This is an optimization exercise on Yosys and OpenROAD, whose aim is small area, a short achievable clock period and few clock cycles, not a production implementation. At most, simulation tests tie the RTL to the original design; equivalence was not proved.

==> trial 91: inputs <==
==> flow/design.v (excerpt) <==
module doublecrack #(
    parameter int         KEY_W = 24,
    parameter logic [7:0] PT_LO = 8'h20,
    parameter logic [7:0] PT_HI = 8'h7E
) (
    input  logic             clk,
    input  logic             rst_n,
    input  logic             en,
    input  logic [KEY_W-1:0] key_start,
    output logic             rdy,
    output logic [KEY_W-1:0] key,
    output logic             key_valid,
    output logic [7:0]       ct_addr,
    input  logic [7:0]       ct_rddata
);
==> flow/config.mk <==
export PLATFORM = sky130hd
export DESIGN_NAME = doublecrack
export DESIGN_NICKNAME = doublecrack
export VERILOG_FILES = /design/flow/design.v
export SDC_FILE = /design/flow/constraint.sdc
export NUM_CORES = 4
export LEC_CHECK = 0
export CAP_MARGIN = 20
export CELL_PAD_IN_SITES_DETAIL_PLACEMENT = 1
export CELL_PAD_IN_SITES_GLOBAL_PLACEMENT = 2
export CORE_MARGIN = 2
export CORE_UTILIZATION = 25
export CTS_CLUSTER_DIAMETER = 100
export CTS_CLUSTER_SIZE = 30
export MIN_ROUTING_LAYER = met2
export PLACE_DENSITY = 0.4
export SETUP_SLACK_MARGIN = 5
export SLEW_MARGIN = 20
export SYNTH_HIERARCHICAL = 1
export SYNTH_MEMORY_MAX_BITS = 8192
export SYNTH_MINIMUM_KEEP_SIZE = 0
==> flow/constraint.sdc <==
create_clock -name core_clock -period 10.0 [get_ports {clk}]
set_input_delay 2.0000 -clock core_clock [delete_from_list [all_inputs] [get_ports {clk}]]
set_output_delay 2.0000 -clock core_clock [all_outputs]
set_load 0.01 [all_outputs]
standard.sh (not shown) runs the stock make flow with config.mk's settings and CLKGATE_MAP_FILE= SYNTH_SCRIPT=/design/flow/synth_recipe.tcl, a recipe that flattens the netlist after the stock synthesis.
==> flow/flow/run.sh <==
#!/bin/bash
# The standard layout, with timing repair aimed at a shorter period than its default
# margin allows; each tool's log stays under orfs/logs, make's output in standard.log.
set -euo pipefail
bash standard.sh SETUP_SLACK_MARGIN=5.8 finish > standard.log 2>&1
==> inputs of build 62, as changes to trial 91 <==
--- a/flow/design.v
+++ b/flow/design.v
@@ -23,29 +23,32 @@
     logic [7:0]       r_a, r_b;    
     logic [7:0]       r_base;      
     logic [23:0]      r_kr;        
     logic [7:0]       r_kc1, r_kc2, r_kc3;    
     logic             r_fa0, r_fa1, r_fa2, r_fa3, r_fb0, r_fb2, r_fb3, r_fab;   
     logic [7:0]       r_addr, r_len, r_c, r_z, r_ct, r_h, r_w, r_j;
+    logic             r_zp, r_hp, r_wp;     
     logic             r_last;
+    logic [7:0]       r_m1, r_m2, r_vb, r_vq;
+    logic             r_p1, r_p2, r_s0, r_s1a, r_s1b;
+    logic [7:0]       w_v254, w_v255, w_h, w_w;
     logic             w_ds, w_wa, w_load, w_bad, w_acc, w_rej, w_last, w_kend;
-    logic [7:0]       w_m1, w_m2, w_busa, w_busb, w_pt;
-    logic [7:0]       w_s2, w_s3, w_s23, w_an, w_bn, w_u, w_v, w_ka, w_kb;
+    logic [7:0]       w_busa, w_busb, w_pt;
+    logic [7:0]       w_s2, w_s3, w_s23, w_an, w_bn, w_ka, w_kb;
     logic             w_sel;
     logic [7:0]       w_an2, w_bn2;
     logic             w_fa0, w_fa1, w_fa2, w_fa3, w_fb0, w_fb2, w_fb3, w_fab;
-    logic [7:0]       w_d254, w_d255;
     logic [23:0]      w_kr;
     logic [KEY_W-1:0] w_kl;
     assign rdy       = r_rdy;
     assign key       = r_key;
     assign key_valid = r_kv;
     assign ct_addr   = r_addr;
     assign w_ds  = (r_state == S_KSA) || (r_state == S_P1);
     assign w_wa  = (r_state == S_C3) || (r_state == S_C4);
-    assign w_pt   = r_z ^ r_ct;
+    assign w_pt   = r_z ^ {8{r_zp}} ^ r_ct;
     assign w_bad  = (w_pt < PT_LO) || (w_pt > PT_HI);
     assign w_acc  = (r_state == S_PD) && ((r_len == 8'd0) || (!w_bad && r_addr == r_len));
     assign w_rej  = (r_state == S_PD) && (r_len != 8'd0) && w_bad;
     assign w_last = r_last;
     assign w_load = (r_state == S_INIT) || (w_rej && !w_last);
     assign w_kl   = r_kn;
@@ -61,25 +64,27 @@
             w_loa[k] = (r_a[3:0] == 4'(k));
             w_hia[k] = (r_a[7:4] == 4'(k));
             w_lob[k] = (r_b[3:0] == 4'(k));
             w_hib[k] = (r_b[7:4] == 4'(k));
         end
     end
-    assign w_busa = !w_ds ? r_w : r_fab ? w_busb : r_q[0];
+    assign w_busa = !w_ds ? w_w : r_fab ? w_busb : r_q[0];
     assign w_busb = r_fa1 ? r_q[0] : r_q[1];
     assign w_bv[0]  = ~w_busa | {8{w_load}};
     assign w_bv[1]  = ~w_busa & ~{8{w_load}};
     assign w_bv[2]  = w_busa & ~{8{w_load}};
     assign w_bv[3]  = w_busa | {8{w_load}};
     assign w_bbv[0] = ~w_busb;
     assign w_bbv[1] = w_busb;
     for (genvar g = 0; g < 16; g++) begin : g_grp
         logic [127:0] w_q, w_ba, w_bb, w_d;
         for (genvar k = 0; k < 16; k++) begin : g_pos
             localparam int P = (16 * g + k + 254) % 256;
-            assign w_q[8 * k +: 8] = r_q[16 * g + k];
+            if (16 * g + k == 254)      assign w_q[8 * k +: 8] = ~w_v254;
+            else if (16 * g + k == 255) assign w_q[8 * k +: 8] = ~w_v255;
+            else                        assign w_q[8 * k +: 8] = r_q[16 * g + k];
             assign w_dx[16 * g + k] = w_d[8 * k +: 8];
             for (genvar b = 0; b < 8; b++) begin : g_bit
                 assign w_ba[8 * k + b] = w_bv[2 * ((P >> 1) & 1) + ((P >> b) & 1)][b];
                 assign w_bb[8 * k + b] = w_bbv[(P >> 1) & 1][b];
             end
         end
@@ -93,39 +98,72 @@
     for (genvar g = 0; g < 16; g++) begin : g_mv
         assign w_mav[8 * g +: 8] = w_ma[g];
         assign w_mbv[8 * g +: 8] = w_mb[g];
     end
     doublecrack_sel16 u_m1 (.sel(w_hia), .q(w_mav), .y(w_m1r));
     doublecrack_sel16 u_m2 (.sel(w_hib), .q(w_mbv), .y(w_m2r));
-    assign w_m1 = w_m1r ^ {8{r_a[1]}};
-    assign w_m2 = w_m2r ^ {8{r_b[1]}};
-    always_comb begin
+    assign w_v254 = r_s0 ? r_vb : (r_m1 ^ {8{r_p1}});
+    assign w_v255 = r_s1a ? (r_m1 ^ {8{r_p1}}) : r_s1b ? r_vq : (r_m2 ^ {8{r_p2}});
+    assign w_h    = r_h ^ {8{r_hp}};
+    assign w_w    = r_w ^ {8{r_wp}};
+    always_ff @(posedge clk) begin
+        for (int p = 0; p < 254; p++) r_q[p] <= w_dx[p + 2];
+        r_m1 <= w_m1r;
+        r_m2 <= w_m2r;
+        r_p1 <= r_a[1];
+        r_p2 <= r_b[1];
         if (w_load) begin
-            w_d254 = 8'd254;
-            w_d255 = 8'd255;
-        end else if (!w_ds) begin
-            w_d254 = (w_wa && r_fa0) ? w_busa : r_q[0];
-            w_d255 = (w_wa && r_fa1) ? w_busa : r_q[1];
+            r_vb  <= 8'd254;
+            r_vq  <= 8'd255;
+            r_s0  <= 1'b1;
+            r_s1a <= 1'b0;
+            r_s1b <= 1'b1;
+        end else if (w_ds) begin
+            r_vb  <= w_busb;
+            r_vq  <= r_q[0];
+            r_s0  <= r_fb0;
+            r_s1a <= r_fb0;
+            r_s1b <= r_fab;
         end else begin
-            w_d254 = r_fb0 ? w_busb : w_m1;
-            w_d255 = r_fb0 ? w_m1 : r_fab ? r_q[0] : w_m2;
+            r_vb  <= (w_wa && r_fa0) ? w_busa : r_q[0];
+            r_vq  <= (w_wa && r_fa1) ? w_busa : r_q[1];
+            r_s0  <= 1'b1;
+            r_s1a <= 1'b0;
+            r_s1b <= 1'b1;
         end
     end
-    always_ff @(posedge clk) begin
-        for (int p = 0; p < 254; p++) r_q[p] <= w_dx[p + 2];
-        r_q[254] <= ~w_d254;
-        r_q[255] <= ~w_d255;
-    end
+    function automatic logic eq2(input logic [7:0] x, input logic [7:0] y,
+                                 input logic [7:0] k);
+        logic [7:0] p, g, cin, cout;
+        p = x ^ y;
+        g = x & y;
+        cout = g | (p & ~k);
+        cin = {cout[6:0], 1'b0};
+        eq2 = ((p ^ k) == cin);
+    endfunction
+    function automatic logic eq3(input logic [7:0] x, input logic [7:0] y,
+                                 input logic [7:0] z, input logic [7:0] k);
+        logic [7:0] s, c;
+        s = x ^ y ^ z;
+        c = {((x[6:0] & y[6:0]) | (x[6:0] & z[6:0]) | (y[6:0] & z[6:0])), 1'b0};
+        eq3 = eq2(s, c, k);
+    endfunction
+    function automatic logic eq4(input logic [7:0] w, input logic [7:0] x,
+                                 input logic [7:0] y, input logic [7:0] z,
+                                 input logic [7:0] k);
+        logic [7:0] s, c;
+        s = w ^ x ^ y;
+        c = {((w[6:0] & x[6:0]) | (w[6:0] & y[6:0]) | (x[6:0] & y[6:0])), 1'b0};
+        eq4 = eq3(s, c, z, k);
+    endfunction
     assign w_s2  = r_fb2 ? w_busb : r_fa2 ? r_q[0] : ~r_q[2];
     assign w_s3  = r_fb3 ? w_busb : r_fa3 ? r_q[0] : ~r_q[3];
     assign w_s23 = w_s2 + w_s3;
     assign w_ka  = r_b + r_kc1;
     assign w_kb  = r_b + r_kc2;
-    assign w_u   = 8'd0 - w_ka;                          
-    assign w_v   = 8'd0 - w_kb;                          
-    assign w_sel = (w_s2 == w_u + 8'd1);                 
+    assign w_sel = eq3(w_s2, r_b, r_kc1, 8'd1);              
     assign w_an  = w_kend ? 8'd0 : w_ka + w_s2;
     assign w_bn  = w_kend ? w_s3 : w_sel ? w_s2 + r_kc3 : w_kb + w_s23;
     always_comb begin
         if (w_kend) begin
             w_fa0 = 1'b1;
             w_fa1 = 1'b0;
@@ -133,20 +171,20 @@
             w_fa3 = 1'b0;
             w_fb0 = (w_s3 == 8'd0);
             w_fb2 = (w_s3 == 8'd2);
             w_fb3 = (w_s3 == 8'd3);
             w_fab = (w_s3 == 8'd0);
         end else begin
-            w_fa0 = (w_s2 == w_u);
+            w_fa0 = eq3(w_s2, r_b, r_kc1, 8'd0);
             w_fa1 = w_sel;
-            w_fa2 = (w_s2 == w_u + 8'd2);
-            w_fa3 = (w_s2 == w_u + 8'd3);
-            w_fb0 = w_sel ? (w_s2 == 8'd0 - r_kc3) : (w_s23 == w_v);
-            w_fb2 = w_sel ? (w_s2 == 8'd2 - r_kc3) : (w_s23 == w_v + 8'd2);
-            w_fb3 = w_sel ? (w_s2 == 8'd3 - r_kc3) : (w_s23 == w_v + 8'd3);
-            w_fab = w_sel ? (w_s2 == 8'd1 - r_kc3) : (w_s3 == 8'd1 - r_kc3);
+            w_fa2 = eq3(w_s2, r_b, r_kc1, 8'd2);
+            w_fa3 = eq3(w_s2, r_b, r_kc1, 8'd3);
+            w_fb0 = w_sel ? eq2(w_s2, r_kc3, 8'd0) : eq4(w_s2, w_s3, r_b, r_kc2, 8'd0);
+            w_fb2 = w_sel ? eq2(w_s2, r_kc3, 8'd2) : eq4(w_s2, w_s3, r_b, r_kc2, 8'd2);
+            w_fb3 = w_sel ? eq2(w_s2, r_kc3, 8'd3) : eq4(w_s2, w_s3, r_b, r_kc2, 8'd3);
+            w_fab = w_sel ? eq2(w_s2, r_kc3, 8'd1) : eq2(w_s3, r_kc3, 8'd1);
         end
     end
     always_comb begin
         w_an2 = r_a;
         w_bn2 = r_b;
         if (w_load) begin
@@ -161,27 +199,27 @@
                 S_P1: begin
                     w_an2 = 8'd0;
                     w_bn2 = w_bn;
                 end
                 S_P2: begin
                     w_an2 = 8'd0;
-                    w_bn2 = ~r_q[255] + r_c;                      
+                    w_bn2 = w_v255 + r_c;                      
                 end
                 S_P3: begin
                     w_an2 = 8'd0;
                     w_bn2 = 8'd2 - (r_base + 8'd2);               
                 end
                 S_PD: w_an2 = 8'd0;
                 S_C2: begin
-                    w_an2 = r_j + r_h - (r_base + 8'd2);          
+                    w_an2 = r_j + w_h - (r_base + 8'd2);          
                     w_bn2 = w_an2;
                 end
                 S_C3: w_an2 = r_addr - (r_base + 8'd2);           
                 S_C4: begin
                     w_an2 = 8'd0;
-                    w_bn2 = r_h + r_w - (r_base + 8'd2);          
+                    w_bn2 = w_h + w_w - (r_base + 8'd2);          
                 end
                 S_C5: begin
                     w_an2 = 8'd0;
                     w_bn2 = r_addr + 8'd1 - (r_base + 8'd2);      
                 end
                 default: ;
@@ -216,18 +254,28 @@
             r_fa0 <= (w_an2 == 8'd0);
             r_fa1 <= (w_an2 == 8'd1);
         end
         case (r_state)
             S_P1: r_j <= r_b;
             S_C2: begin
-                r_j <= r_j + r_h;
-                r_w <= r_h;
+                r_j  <= r_j + w_h;
+                r_w  <= w_h;
+                r_wp <= 1'b0;
+            end
+            S_C3: begin
+                r_w  <= w_m2r;
+                r_wp <= r_b[1];
+            end
+            S_PD: begin
+                r_h  <= w_m2r;
+                r_hp <= r_b[1];
+            end
+            S_P3, S_C5: begin
+                r_z  <= w_m2r;
+                r_zp <= r_b[1];
             end
-            S_C3: r_w <= w_m2;
-            S_PD: r_h <= w_m2;
-            S_P3, S_C5: r_z <= w_m2;
             default: ;
         endcase
     end
     always_ff @(posedge clk) begin
         if (rst_n) begin
             r_state <= S_RST;
==> flow/run.sh (new file) <==
#!/bin/bash
# synth_recipe.tcl (not shown) runs the flow's synth.tcl, then flattens the netlist and writes it again
# the make line also repeats each setting of config.mk as NAME=value (left out here)
make -C /OpenROAD-flow-scripts/flow DESIGN_CONFIG=/design/flow/config.mk WORK_HOME=/design/flow/orfs CLKGATE_MAP_FILE= SYNTH_SCRIPT=/design/flow/synth_recipe.tcl finish
- CELL_PAD_IN_SITES_DETAIL_PLACEMENT: 1 -> not set
- CELL_PAD_IN_SITES_GLOBAL_PLACEMENT: 2 -> not set
- CORE_UTILIZATION: 25 -> 20
- CTS_CLUSTER_DIAMETER: 100 -> not set
- CTS_CLUSTER_SIZE: 30 -> not set
- MIN_ROUTING_LAYER: met2 -> not set
- PLACE_DENSITY: 0.4 -> 0.35
removed: flow/flow/run.sh
removed: flow/standard.sh
==> summary.txt <==
Result of the run: build 62 no timing/DRC/antenna violations; trial 91 stopped before the end
Last stage reached: build 62 -; trial 91 5_1_grt
Total of buffers placed on input and output ports: build 62 68; trial 91 68
TritonCTS buffer count: build 62 287; trial 91 141
Clock Sink Count: build 62 2293; trial 91 2269
Num rows: build 62 265; trial 91 237
Setup repair bufs after CTS: build 62 29; trial 91 309
Die height: build 62 727 microns; trial 91 652 microns
Dpl ws: build 62 4120 ps; trial 91 3710 ps
Routability Congestion: build 62 0.920; trial 91 1.07
Starting utilization of the core area: build 62 0.201; trial 91 0.251
Instance count of the mapped netlist: build 62 9236; trial 91 9350
Cell Area, Synth: build 62 105000 sq um; trial 91 105000 sq um
Root buffer cell: build 62 sky130_fd_sc_hd__clkbuf_16; trial 91 sky130_fd_sc_hd__clkbuf_16
Count of pins on the block boundary: build 62 69; trial 91 69
DP Area: build 62 116000 sq um; trial 91 115000 sq um
Clk buf depth: build 62 4; trial 91 4
Synthesized netlist net count: build 62 9435; trial 91 9527
Post-Syn Area per Cell: build 62 11.3 sq um; trial 91 11.2 sq um
Synth warn: build 62 17; trial 91 17
CTS Hold Buffers Added: build 62 0; trial 91 0
Resized Gates After CTS: build 62 60; trial 91 633
Maximum level of the CTS H-tree: build 62 5; trial 91 4
Die Span X: build 62 727 microns; trial 91 652 microns
Final HPWL from detailed placement: build 62 466000 microns; trial 91 549000 microns
Placed instance count: build 62 16.3k; trial 91 15.0k
Testbench counts of build 62, summed over its fixed seeds: cycles 220,485.
No functional check of the RTL was part of trial 91.

[what the ideal ports hide]
Ports are ideal in the flow. The routed layout listed here was re-timed in OpenROAD. Step 1: set_driving_cell puts a clkbuf_16 on clk and a buf_2 on each other input, an assumption about the parent block. Step 2 adds t to the input delays and takes it off the output delays; t is the mean of the earliest and latest rising clock arrival at the registers after step 1. Input paths then give back, and output paths get back, about the clock's delay inside the block. Three values: ideal ports, drivers, drivers and shift; two values: the first two.
run: build 62
shift t [ns]: 1.109
setup WS [ns]: 4.561 / 4.561 / 4.561
slew at the worst register clock pin (ns): 0.07 / 0.07
After both steps build 62 still meets setup and hold. For build 62, drivers alone change the setup slack by 0.000 ns; drivers and shift together by 0.000 ns.
